This design comes from an exercise in tuning for small area, a short achievable clock period and few clock cycles per item on the open sky130 flow, not from production work. The RTL was checked by simulation tests, not by an equivalence proof against the original design.

## diff_drive_odometry_unit
module diff_drive_odometry_unit (
   input  logic                                    clock,
   input  logic                                    reset,
   input  logic                                    req_valid,
   output logic                                    req_ready,
   input  logic                                    req_action,
   input  logic [ddo_pkg::COUNT_BITS-1:0]          req_left_count,
   input  logic [ddo_pkg::COUNT_BITS-1:0]          req_right_count,
   input  logic [ddo_pkg::CMD_BITS-1:0]            req_command,
   output logic                                    rsp_valid,
   input  logic                                    rsp_ready,
   output logic signed [ddo_pkg::POS_BITS-1:0]     rsp_pos_x,
   output logic signed [ddo_pkg::POS_BITS-1:0]     rsp_pos_y,
   output logic        [ddo_pkg::HEADING_BITS-1:0] rsp_heading,
   output logic                                    rsp_updated,
   input  logic                                    csr_valid,
   output logic                                    csr_ready,
   input  logic [ddo_pkg::MPT_BITS-1:0]            csr_metres_per_tick
);
   localparam int DL_LEN = 8;             
   localparam int ENT    = 3;             
   localparam logic [2:0] MU_IDLE = 3'd0;
   localparam logic [2:0] MU_A0   = 3'd1;    
   localparam logic [2:0] MU_A1   = 3'd2;    
   localparam logic [2:0] MU_A2   = 3'd3;    
   localparam logic [2:0] MU_X0   = 3'd4;    
   localparam logic [2:0] MU_X1   = 3'd5;    
   localparam logic [2:0] MU_Y0   = 3'd6;    
   localparam logic [2:0] MU_Y1   = 3'd7;    
   logic                      s0_v;
   logic                      s0_act;
   logic [CMD_BITS-1:0]       s0_cmd;
   logic [SUM_BITS-1:0]       s0_cur;
   logic [MPT_BITS-1:0]       mpt_ff;
   logic [CMD_BITS-1:0]       mode_ff;
   logic [1:0]                pend_ff;
   logic [SUM_BITS-1:0]       prev_ff;
   logic [HEADING_BITS-1:0]   arc_ff;
   logic [HEADING_BITS-1:0]   h_ff;
   logic [DL_LEN-1:0][ENT-1:0] dl_ff;
   logic [ENT-1:0]            skid_ff;
   logic [1:0][HEADING_BITS-1:0] hq_ff;
   logic                      hq_wp, hq_rp;
   logic [1:0]                hq_n;
   logic                      out_v_ff;
   logic [HEADING_BITS-1:0]   out_h_ff;
   logic                      out_u_ff;
   logic signed [POS_BITS-1:0] x_ff;
   logic signed [POS_BITS-1:0] y_ff;
  ...
Size: about 0.032 sq mm of cells after synthesis.
==> flow/config.mk <==
export PLATFORM = sky130hd
export DESIGN_NAME = diff_drive_odometry_unit
export DESIGN_NICKNAME = diff_drive_odometry_unit
export VERILOG_FILES = /design/flow/design.v
export SDC_FILE = /design/flow/constraint.sdc
export NUM_CORES = 4
export LEC_CHECK = 0
export CAP_MARGIN = 20
export CORE_MARGIN = 2
export CORE_UTILIZATION = 40
export PLACE_DENSITY = 0.6
export SLEW_MARGIN = 20
==> flow/constraint.sdc <==
create_clock -name core_clock -period 11.0 [get_ports {clock}]
set_input_delay 2.2000 -clock core_clock [delete_from_list [all_inputs] [get_ports {clock}]]
set_output_delay 2.2000 -clock core_clock [all_outputs]
set_load 0.01 [all_outputs]
run.sh (not shown) runs the stock make flow with config.mk's settings and CLKGATE_MAP_FILE= SYNTH_SCRIPT=/design/flow/synth_recipe.tcl, a recipe that flattens the netlist after the stock synthesis.
The baseline completed without violations.
Testbench counts at the start, summed over its fixed seeds: cycles 16,732, items 16,013.
Then changed:
Settings changed: CAP_MARGIN 20 to 10, CORE_UTILIZATION 40 to 65, CTS_BUF_LIST set to sky130_fd_sc_hd__clkbuf_8, PLACE_DENSITY 0.6 to 0.8, SETUP_SLACK_MARGIN set to 5, SLEW_MARGIN 20 to 10.
The changed run completed without violations. Via count grows by 4.5%. Sequential share of layout area rose by 0.38 points. Clock-buffer cell count went up by 16. Worst setup slack improved by 0.86 ns. Cell area went down by 1.1%. Die area is lower by 38%.

* * *

## run 1
Another version of the RTL of diff_drive_odometry_unit (not shown whole).
For scale: about 3400 cells after synthesis, ~410 flip-flops, roughly 160 I/O pins, about 32000 um^2 of cells after synthesis.
clock: 11.0 ns
lec_check: 0
cap_margin: 0
core_margin: 2
core_utilization: 75
cts_buf_list: sky130_fd_sc_hd__clkbuf_16
cts_cluster_diameter: 60
cts_cluster_size: 22
place_density: 0.85
setup_slack_margin: 5
slew_margin: 0
Testbench counts of run 1, summed over its fixed seeds: cycles 16,732, items 16,013.
> inputs changed (run 1 -> run 2)
# run 1
export LEC_CHECK = 0
export CAP_MARGIN = 0
export CORE_MARGIN = 2
export CORE_UTILIZATION = 75
export CTS_BUF_LIST = sky130_fd_sc_hd__clkbuf_16
export CTS_CLUSTER_DIAMETER = 60
export CTS_CLUSTER_SIZE = 22
export PLACE_DENSITY = 0.85
export SETUP_SLACK_MARGIN = 5
export SLEW_MARGIN = 0
create_clock -name core_clock -period 11.0 [get_ports {clock}]
# run 2
export LEC_CHECK = 0
export CAP_MARGIN = 10
export CORE_MARGIN = 2
export CORE_UTILIZATION = 75
export CTS_BUF_LIST = sky130_fd_sc_hd__clkbuf_8
export PLACE_DENSITY = 0.85
export SETUP_SLACK_MARGIN = 5
export SLEW_MARGIN = 10
create_clock -name core_clock -period 11.0 [get_ports {clock}]
Results
Run 2 vs run 1 on data arrival time of the critical path: run 2 is the higher one.
Summary: wire length of the first global-routing pass, run 2 worse than run 1
Between run 2 and run 1, the critical path depth is higher for run 1.
What run 3 does differently from run 2 at the input level:
# run 2
export LEC_CHECK = 0
export CAP_MARGIN = 10
export CORE_MARGIN = 2
export CORE_UTILIZATION = 75
export CTS_BUF_LIST = sky130_fd_sc_hd__clkbuf_8
export PLACE_DENSITY = 0.85
export SETUP_SLACK_MARGIN = 5
export SLEW_MARGIN = 10
create_clock -name core_clock -period 11.0 [get_ports {clock}]
# run 3
export LEC_CHECK = 0
export CAP_MARGIN = 10
export CORE_MARGIN = 2
export CORE_UTILIZATION = 65
export CTS_BUF_LIST = sky130_fd_sc_hd__clkbuf_8
export PLACE_DENSITY = 0.8
export SETUP_SLACK_MARGIN = 5
export SLEW_MARGIN = 10
create_clock -name core_clock -period 11.0 [get_ports {clock}]
==> notes.md <==
Between run 3 and run 2, the fmax figures differ only marginally. Run 2 and run 3 ended up with roughly the same worst hold slack. The post-placement cell area in run 3 sits about 0.44% above the value recorded for run 2. Run 2 has a lower post-synthesis to final-layout area growth than run 3. Run 3 reports its origin of the worst setup path as ch_ff[6] while run 2 reports ch_ff[4]. From run 2 to run 3 the numbers moved as follows: routed wire length went down. Global-route usage ended up 5.9 points lower on run 3 than on run 2. Looking at highest routing layer actually used, the met4 result is from run 3; the met5 one comes from run 2.

* * *

## P
Another version of the RTL of diff_drive_odometry_unit (not shown whole).
Size in the first run: roughly 3700 cells after synthesis, about 420 flip-flops, about 0.033 mm2 of cells after synthesis.
==> flow/config.mk <==
export PLATFORM = sky130hd
export DESIGN_NAME = diff_drive_odometry_unit
export DESIGN_NICKNAME = diff_drive_odometry_unit
export VERILOG_FILES = /design/flow/design.v
export SDC_FILE = /design/flow/constraint.sdc
export NUM_CORES = 4
export LEC_CHECK = 0
export CAP_MARGIN = 20
export CORE_MARGIN = 2
export CORE_UTILIZATION = 65
export PLACE_DENSITY = 0.8
export SETUP_SLACK_MARGIN = 5
export SLEW_MARGIN = 20
==> flow/constraint.sdc <==
create_clock -name core_clock -period 11.0 [get_ports {clock}]
set_input_delay 2.2000 -clock core_clock [delete_from_list [all_inputs] [get_ports {clock}]]
set_output_delay 2.2000 -clock core_clock [all_outputs]
set_load 0.01 [all_outputs]
Testbench counts of P, summed over its fixed seeds: cycles 16,732, items 16,013.
Modified inputs, S compared to P
# P
export LEC_CHECK = 0
export CAP_MARGIN = 20
export CORE_MARGIN = 2
export CORE_UTILIZATION = 65
export PLACE_DENSITY = 0.8
export SETUP_SLACK_MARGIN = 5
export SLEW_MARGIN = 20
create_clock -name core_clock -period 11.0 [get_ports {clock}]
# S
export LEC_CHECK = 0
export CAP_MARGIN = 20
export CORE_MARGIN = 2
export CORE_UTILIZATION = 40
export PLACE_DENSITY = 0.6
export SLEW_MARGIN = 20
create_clock -name core_clock -period 11.0 [get_ports {clock}]
### Flow results
S reached the end of the flow, and the finished layout is clean on the timing, design-rule and antenna checks. S: final area is 1.8% higher than what P reported. Of the two candidates, P has the better clock period minus worst slack and S the worse one. P has lower post-synthesis to final-layout area growth than S. S has share of the core filled with cells in the final layout below what P had.

* * *

Setup of build 72:
diff_drive_odometry_unit with an RTL version that a note above also has.
For scale: ~3,400 cells after synthesis, about 410 flip-flops.
==> flow/design.v (excerpt) <==
module diff_drive_odometry_unit (
   input  logic                                    clock,
   input  logic                                    reset,
   input  logic                                    req_valid,
   output logic                                    req_ready,
   input  logic                                    req_action,
   input  logic [ddo_pkg::COUNT_BITS-1:0]          req_left_count,
   input  logic [ddo_pkg::COUNT_BITS-1:0]          req_right_count,
   input  logic [ddo_pkg::CMD_BITS-1:0]            req_command,
   output logic                                    rsp_valid,
   input  logic                                    rsp_ready,
   output logic signed [ddo_pkg::POS_BITS-1:0]     rsp_pos_x,
   output logic signed [ddo_pkg::POS_BITS-1:0]     rsp_pos_y,
   output logic        [ddo_pkg::HEADING_BITS-1:0] rsp_heading,
   output logic                                    rsp_updated,
   input  logic                                    csr_valid,
   output logic                                    csr_ready,
   input  logic [ddo_pkg::MPT_BITS-1:0]            csr_metres_per_tick
);
clock: 11.0 ns
lec_check: 0
cap_margin: 10
core_margin: 2
core_utilization: 65
cts_buf_list: sky130_fd_sc_hd__clkbuf_8 sky130_fd_sc_hd__clkbuf_16
cts_cluster_diameter: 80
cts_cluster_size: 30
place_density: 0.8
setup_slack_margin: 5
slew_margin: 10
Testbench counts of build 72, summed over its fixed seeds: cycles 16,732, items 16,013.
## Diff of input files: build 81 against build 72
# build 72
export LEC_CHECK = 0
export CAP_MARGIN = 10
export CORE_MARGIN = 2
export CORE_UTILIZATION = 65
export CTS_BUF_LIST = sky130_fd_sc_hd__clkbuf_8 sky130_fd_sc_hd__clkbuf_16
export CTS_CLUSTER_DIAMETER = 80
export CTS_CLUSTER_SIZE = 30
export PLACE_DENSITY = 0.8
export SETUP_SLACK_MARGIN = 5
export SLEW_MARGIN = 10
create_clock -name core_clock -period 11.0 [get_ports {clock}]
# build 81
export LEC_CHECK = 0
export CAP_MARGIN = 10
export CORE_MARGIN = 2
export CORE_UTILIZATION = 75
export CTS_BUF_LIST = sky130_fd_sc_hd__clkbuf_16
export CTS_CLUSTER_DIAMETER = 60
export CTS_CLUSTER_SIZE = 22
export PLACE_DENSITY = 0.85
export SETUP_SLACK_MARGIN = 5
export SLEW_MARGIN = 10
create_clock -name core_clock -period 11.0 [get_ports {clock}]
### Flow results
Build 81 was carried through to the last stage, and its layout satisfied the timing, design-rule and antenna checks. There was hardly any difference in sequential share of layout area between build 72 and build 81. The cell count reported for build 81 is smaller than that of build 72 by about 2.5%.
Modified inputs, build 87 compared to build 81
# build 81
export LEC_CHECK = 0
export CAP_MARGIN = 10
export CORE_MARGIN = 2
export CORE_UTILIZATION = 75
export CTS_BUF_LIST = sky130_fd_sc_hd__clkbuf_16
export CTS_CLUSTER_DIAMETER = 60
export CTS_CLUSTER_SIZE = 22
export PLACE_DENSITY = 0.85
export SETUP_SLACK_MARGIN = 5
export SLEW_MARGIN = 10
create_clock -name core_clock -period 11.0 [get_ports {clock}]
# build 87
export LEC_CHECK = 0
export CAP_MARGIN = 10
export CORE_MARGIN = 2
export CORE_UTILIZATION = 75
export CTS_BUF_LIST = sky130_fd_sc_hd__clkbuf_16
export CTS_CLUSTER_DIAMETER = 80
export CTS_CLUSTER_SIZE = 30
export PLACE_DENSITY = 0.85
export SETUP_SLACK_MARGIN = 5
export SLEW_MARGIN = 10
create_clock -name core_clock -period 11.0 [get_ports {clock}]
Build 87 completed every stage of the flow, and the final layout passed the timing, design-rule and antenna checks. [build 87] total track usage fell 0.57 points relative to build 81. In the flow results for build 87 and build 81, the multi-input gate share of the layout cell area is smaller on build 81. Non-clock buffer count went down slightly going from build 81 to build 87. Sort build 87 and build 81 by first-pass GRT wire length, ascending, and build 87 comes first. Of build 87 and build 81, it is build 87 that has the lower global-route met1 utilization.

## afterwards: timing with drivers on the ports
Ports are ideal in the flow. The routed layouts listed here were re-timed in OpenROAD. Step 1: set_driving_cell puts a clkbuf_16 on clock and a buf_2 on each other input, an assumption about the parent block. Step 2 adds t to the input delays and takes it off the output delays; t is the mean of the earliest and latest rising clock arrival at the registers after step 1. Input paths then give back, and output paths get back, about the clock's delay inside the block. a / b / c = no drivers / after step 1 / after step 2; a / b = the first two.
run	shift t [ns]	slack for setup (ns)	worst register clock-pin slew, ns	worst slew at a driven data input, ns
the first run of note 1	0.641	4.236 / 4.236 / 4.236	0.07 / 0.07	0.04
the second run of note 1	0.724	5.095 / 5.095 / 5.027	0.07 / 0.07	0.05
run 1	0.675	5.158 / 5.158 / 5.158	0.09 / 0.09	0.05
run 2	0.697	5.126 / 5.126 / 5.126	0.07 / 0.07	0.05
run 3	0.716	5.143 / 5.143 / 5.143	0.07 / 0.07	0.05
P	0.647	5.143 / 5.143 / 5.143	0.07 / 0.07	0.06
S	0.652	4.950 / 4.950 / 4.950	0.07 / 0.07	0.05
build 72	0.654	5.071 / 5.071 / 5.071	0.12 / 0.12	0.05
build 81	0.675	5.158 / 5.158 / 5.158	0.09 / 0.09	0.05
build 87	0.634	5.135 / 5.135 / 5.135	0.12 / 0.12	0.05
After both steps setup and hold are still met in every run listed. The setup slack of the second run of note 1, which loses most, moves by 0.000 ns with the drivers and by -0.068 ns with both steps.
